From an optimization exercise on the open Yosys and OpenROAD flow, aimed at small area, a short achievable clock period and few clock cycles; shortcuts taken in it are not production practice.
Only simulation tests tie the RTL to the original design; equivalence was not proved.
No activity file was given, so power comes from the tool's default toggle rates.

Setup of delta:
## execute_calc_mc
module execute_calc_mc #(
    parameter int XLEN   = 32,
    parameter int MASK_W = XLEN / 8
) (
    input  logic              clk,
    input  logic              reset,
    input  logic              flush,
    input  logic              in_valid,
    output logic              in_ready,
    input  logic [3:0]        in_alu_op,
    input  logic [3:0]        in_br_op,
    input  logic [1:0]        in_mem_op,
    input  logic [2:0]        in_funct3,
    input  logic              in_use_rs2,
    input  logic [XLEN-1:0]   in_rs1_val,
    input  logic [XLEN-1:0]   in_rs2_val,
    input  logic [XLEN-1:0]   in_imm,
    input  logic [XLEN-1:0]   in_pc,
    output logic              out_valid,
    input  logic              out_ready,
    output logic [XLEN-1:0]   out_alu_result,
    output logic              out_cmp_eq,
    output logic              branch_taken_out,
    output logic [XLEN-1:0]   branch_target_out,
    output logic              mem_write_out,
    output logic              mem_read_out,
    output logic [XLEN-1:0]   mem_addr_out,
    output logic [XLEN-1:0]   mem_data_out,
    output logic [MASK_W-1:0] mem_mask_out,
    output logic              busy_out
);
    localparam logic [3:0] ALU_NONE = 4'd0,  ALU_ADD  = 4'd1,  ALU_SUB  = 4'd2,  ALU_AND  = 4'd3;
    localparam logic [3:0] ALU_OR   = 4'd4,  ALU_XOR  = 4'd5,  ALU_SLL  = 4'd6,  ALU_SRL  = 4'd7;
    localparam logic [3:0] ALU_SRA  = 4'd8,  ALU_SLT  = 4'd9,  ALU_SLTU = 4'd10, ALU_MUL  = 4'd11;
    localparam logic [3:0] ALU_MULH = 4'd12, ALU_DIV  = 4'd13, ALU_REM  = 4'd14, ALU_PASS = 4'd15;
    localparam logic [3:0] BR_NONE = 4'd0, BR_BEQ  = 4'd1, BR_BNE  = 4'd2,  BR_BLT  = 4'd3;
    localparam logic [3:0] BR_BGE  = 4'd4, BR_BLTU = 4'd5, BR_BGEU = 4'd6,  BR_BEQZ = 4'd7;
    localparam logic [3:0] BR_BNEZ = 4'd8, BR_JAL  = 4'd9, BR_JALR = 4'd10, BR_JR   = 4'd11;
    localparam logic [1:0] MEM_NONE = 2'd0, MEM_LOAD = 2'd1, MEM_STORE = 2'd2;
    localparam int K  = 8;             
    localparam int NM = XLEN / K;      
    localparam int TW = XLEN + K + 1;  
    typedef enum logic [1:0] {
  ...
Size: ~3800 cells after synthesis, ~260 flip-flops, roughly 290 I/O pins, ~33000 sq um of cells after synthesis.
==> flow/config.mk <==
export PLATFORM = sky130hd
export DESIGN_NAME = execute_calc_mc
export DESIGN_NICKNAME = execute_calc_mc
export VERILOG_FILES = /design/flow/design.v
export SDC_FILE = /design/flow/constraint.sdc
export NUM_CORES = 4
export LEC_CHECK = 0
export CAP_MARGIN = 20
export CORE_MARGIN = 2
export CORE_UTILIZATION = 40
export SLEW_MARGIN = 20
==> flow/constraint.sdc <==
create_clock -name core_clock -period 12.0 [get_ports {clk}]
set_input_delay 2.4000 -clock core_clock [delete_from_list [all_inputs] [get_ports {clk}]]
set_output_delay 2.4000 -clock core_clock [all_outputs]
set_load 0.01 [all_outputs]
standard.sh (not shown) runs the stock make flow with config.mk's settings and CLKGATE_MAP_FILE= SYNTH_SCRIPT=/design/flow/synth_recipe.tcl, a recipe that flattens the netlist after the stock synthesis.
==> flow/flow/run.sh <==
#!/bin/bash
# The standard ORFS layout (standard.sh, unchanged synthesis), with two settings of
# how the layout is made: the resizer repairs setup timing toward a tighter target
# (SETUP_SLACK_MARGIN, an optimisation margin only; the SDC and clock are the standard flow's), and the
# port buffers that the flow inserts on every input and output are buf_1 cells.
# The full tool output goes to standard.log in this folder.
set -o pipefail
export SETUP_SLACK_MARGIN=6.5
export BUFFER_PORTS_ARGS="-buffer_cell sky130_fd_sc_hd__buf_1"
bash standard.sh > standard.log 2>&1
Testbench counts of delta, summed over its fixed seeds: cycles 45,988.
diff inputs: delta => epsilon
diff --git a/flow/design.v b/flow/design.v
--- a/flow/design.v
+++ b/flow/design.v
@@ -49,13 +49,13 @@
     logic              p_valid;
     state_t            p_state;
     logic [XLEN-1:0]   p_a, p_b, p_rs2, p_tsum;
     logic [3:0]        p_alu_op, p_br_op;
     logic              p_mem_wr, p_mem_rd, p_mask1, p_mask2;
     logic [4:0]        p_cnt;
-    logic              p_first, p_dmode, p_cy;
+    logic              p_first, p_cy;
     logic [4:0]        p_shift;
     logic              p_bz, p_noiter;
     logic              r_valid, r_eq, r_taken, r_mem_wr, r_mem_rd;
     logic [XLEN-1:0]   r_res, r_tgt, r_dat;
     logic [MASK_W-1:0] r_mask;
     logic out_free, p_last, move, accept, step;
@@ -87,14 +87,16 @@
     logic is_mul_in, is_div_in;
     assign is_mul_in = (in_alu_op == ALU_MUL) || (in_alu_op == ALU_MULH);
     assign is_div_in = (in_alu_op == ALU_DIV) || (in_alu_op == ALU_REM);
     logic            do_sub;
     logic [XLEN:0]   addsub;
     logic            lt_u, lt_s;
-    assign do_sub = (p_alu_op != ALU_ADD);
-    assign addsub = {1'b0, p_a} + {1'b0, p_b ^ {XLEN{do_sub}}} + {{XLEN{1'b0}}, do_sub};
+    logic            add_cin;
+    assign do_sub  = (p_alu_op != ALU_ADD) && (p_state != S_MUL);
+    assign add_cin = do_sub || ((p_state == S_MUL) && p_cy);
+    assign addsub  = {1'b0, p_a} + {1'b0, p_b ^ {XLEN{do_sub}}} + {{XLEN{1'b0}}, add_cin};
     assign lt_u   = !addsub[XLEN];
     assign lt_s   = (p_a[XLEN-1] ^ p_b[XLEN-1]) ? p_a[XLEN-1] : addsub[XLEN-1];
     function automatic logic [5:0] clz(input logic [XLEN-1:0] v);
         clz = 6'd32;
         for (int i = 0; i < XLEN; i++) if (v[i]) clz = XLEN - 1 - i;
     endfunction
@@ -170,24 +172,22 @@
         {l4[1], l4[0]} = fa3(l3[0], l3[1], l3[2]);
         l4[2] = l3[3];
         {cs_c, cs_s} = fa3(l4[0], l4[1], l4[2]);
     end
     logic [K:0]      low;                
     assign low = {1'b0, cs_s[K-1:0]} + {1'b0, cs_c[K-1:0]} + {{K{1'b0}}, cy_in};
-    logic [XLEN:0]   cpa;
     logic            qbit, cnt_zero;
     logic [XLEN-1:0] rem_nx, quo_nx, mlo_nx, md_res;
-    assign cpa    = {1'b0, r_dat} + {1'b0, r_tgt} + {{XLEN{1'b0}}, (p_dmode ? 1'b1 : p_cy)};
-    assign qbit   = cpa[XLEN];
-    assign rem_nx = qbit ? cpa[XLEN-1:0] : r_dat;
+    assign qbit   = addsub[XLEN];
+    assign rem_nx = qbit ? addsub[XLEN-1:0] : p_a;
     assign quo_nx = {r_res[XLEN-2:0], qbit};
     assign mlo_nx = {low[K-1:0], p_b[XLEN-1:K]};
     assign cnt_zero = (p_cnt == 5'd0);
     always_comb begin
         case (p_state)
-            S_MUL:   md_res = (p_alu_op == ALU_MULH) ? cpa[XLEN-1:0] : mlo_nx;
+            S_MUL:   md_res = (p_alu_op == ALU_MULH) ? addsub[XLEN-1:0] : mlo_nx;
             S_DAL:   md_res = (p_alu_op == ALU_REM) ? p_a : {XLEN{p_bz}};
             default: md_res = (p_alu_op == ALU_REM) ? rem_nx : quo_nx;
         endcase
     end
     always_comb begin
         case (p_state)
@@ -236,31 +236,38 @@
             p_mem_rd <= mem_rd_in;
             p_mask1  <= mask1_in;
             p_mask2  <= mask2_in;
             p_state  <= is_mul_in ? S_MUL : (is_div_in ? S_DAL : S_ONE);
             p_cnt    <= (in_alu_op == ALU_MULH) ? NM : NM - 1;
             p_first  <= is_mul_in;
-            p_dmode  <= is_div_in;
             p_shift  <= shift_in[4:0];
             p_bz     <= (b_in == '0);
             p_noiter <= (b_in == '0) || shift_in[6];
         end else if (step) begin
             if (p_first || dal) p_eq <= eq_now;
             case (p_state)
                 S_MUL: begin
                     p_cnt   <= p_cnt - 5'd1;
                     p_first <= 1'b0;
-                    p_b     <= mlo_nx;
                     p_cy    <= low[K];
+                    if (p_alu_op == ALU_MULH && p_cnt == 5'd1) begin
+                        p_a <= cs_s[TW-2:K];
+                        p_b <= cs_c[TW-2:K];
+                    end else begin
+                        p_b <= mlo_nx;
+                    end
                 end
                 S_DAL: begin
                     p_state <= S_DIT;
                     p_cnt   <= p_shift;
+                    p_b     <= sh_out;
                 end
                 S_DIT: begin
                     p_cnt <= p_cnt - 5'd1;
+                    p_a   <= rem_nx;
+                    p_b   <= {1'b0, p_b[XLEN-1:1]};
                 end
                 default: ;
             endcase
         end
     end
     always_ff @(posedge clk) begin
@@ -276,22 +283,14 @@
         end else if (step) begin
             case (p_state)
                 S_MUL: begin
                     r_dat <= cs_s[TW-2:K];
                     r_tgt <= cs_c[TW-2:K];
                 end
-                S_DAL: begin
-                    r_dat <= p_a;
-                    r_tgt <= ~sh_out;
-                    r_res <= '0;
-                end
-                S_DIT: begin
-                    r_dat <= rem_nx;
-                    r_res <= quo_nx;
-                    r_tgt <= {1'b1, r_tgt[XLEN-1:1]};
-                end
+                S_DAL: r_res <= '0;
+                S_DIT: r_res <= quo_nx;
                 default: ;
             endcase
         end
     end
     assign out_valid         = r_valid;
     assign out_alu_result    = r_res;
[summary]
Diff delta and epsilon: post-route fraction of the period consumed by the critical path higher in epsilon. The lower global routing met3 resource utilization came out of delta. On synthesized cell count, the lower figure sits with epsilon, not delta. Summary of epsilon over delta: worst setup slack has decreased, minimum period implied by the final worst setup slack picked up an extra 230 ps. Delta (epsilon minus delta): H-tree depth reported by CTS level; area after synthesis moved down. epsilon against delta: delay contributed by the slowest stage of the critical path picked up an extra 400 ps; cell-internal power picked up an extra 130%. In epsilon, the layout overhead on the synthesized area came out 1.4 points above the value in delta. In epsilon the number of inserted filler cells in the final layout turned out 73 lower than in delta. In the metrics for delta and epsilon, the one carrying the lower total chip power is delta. On epsilon: instance area at placement is about 2.4% lower than what delta gave. Post-detailed-route wirelength per cell, epsilon vs delta: up by more than 10%.
Testbench counts of epsilon, summed over its fixed seeds: cycles 45,988.

## port drivers added, routing unchanged
The results above use ideal ports. As a check the final layouts listed here were re-extracted and re-timed, cells and wires unchanged.
Step 1 assumes that a clkbuf_16 drives the clock port and a buf_2 every other input.
Step 2 adds t to the input delays and takes it off the output delays; t is the mean of the earliest and latest rising clock arrival at the registers after step 1. Input paths then give back, and output paths get back, about the clock's delay inside the block.
a / b / c = no drivers / after step 1 / after step 2; a / b = the first two.
| run | t, ns | setup slack, ns | worst data-port slew with drivers (ns) |
|---|---|---|---|
| delta | 0.656 | 6.556 / 6.521 / 5.963 | 0.06 |
| epsilon | 0.637 | 6.325 / 6.368 / 5.730 | 0.07 |
After both steps setup and hold are still met in every run listed. The setup slack of epsilon, which loses most, moves by +0.043 ns with the drivers and by -0.595 ns with both steps.
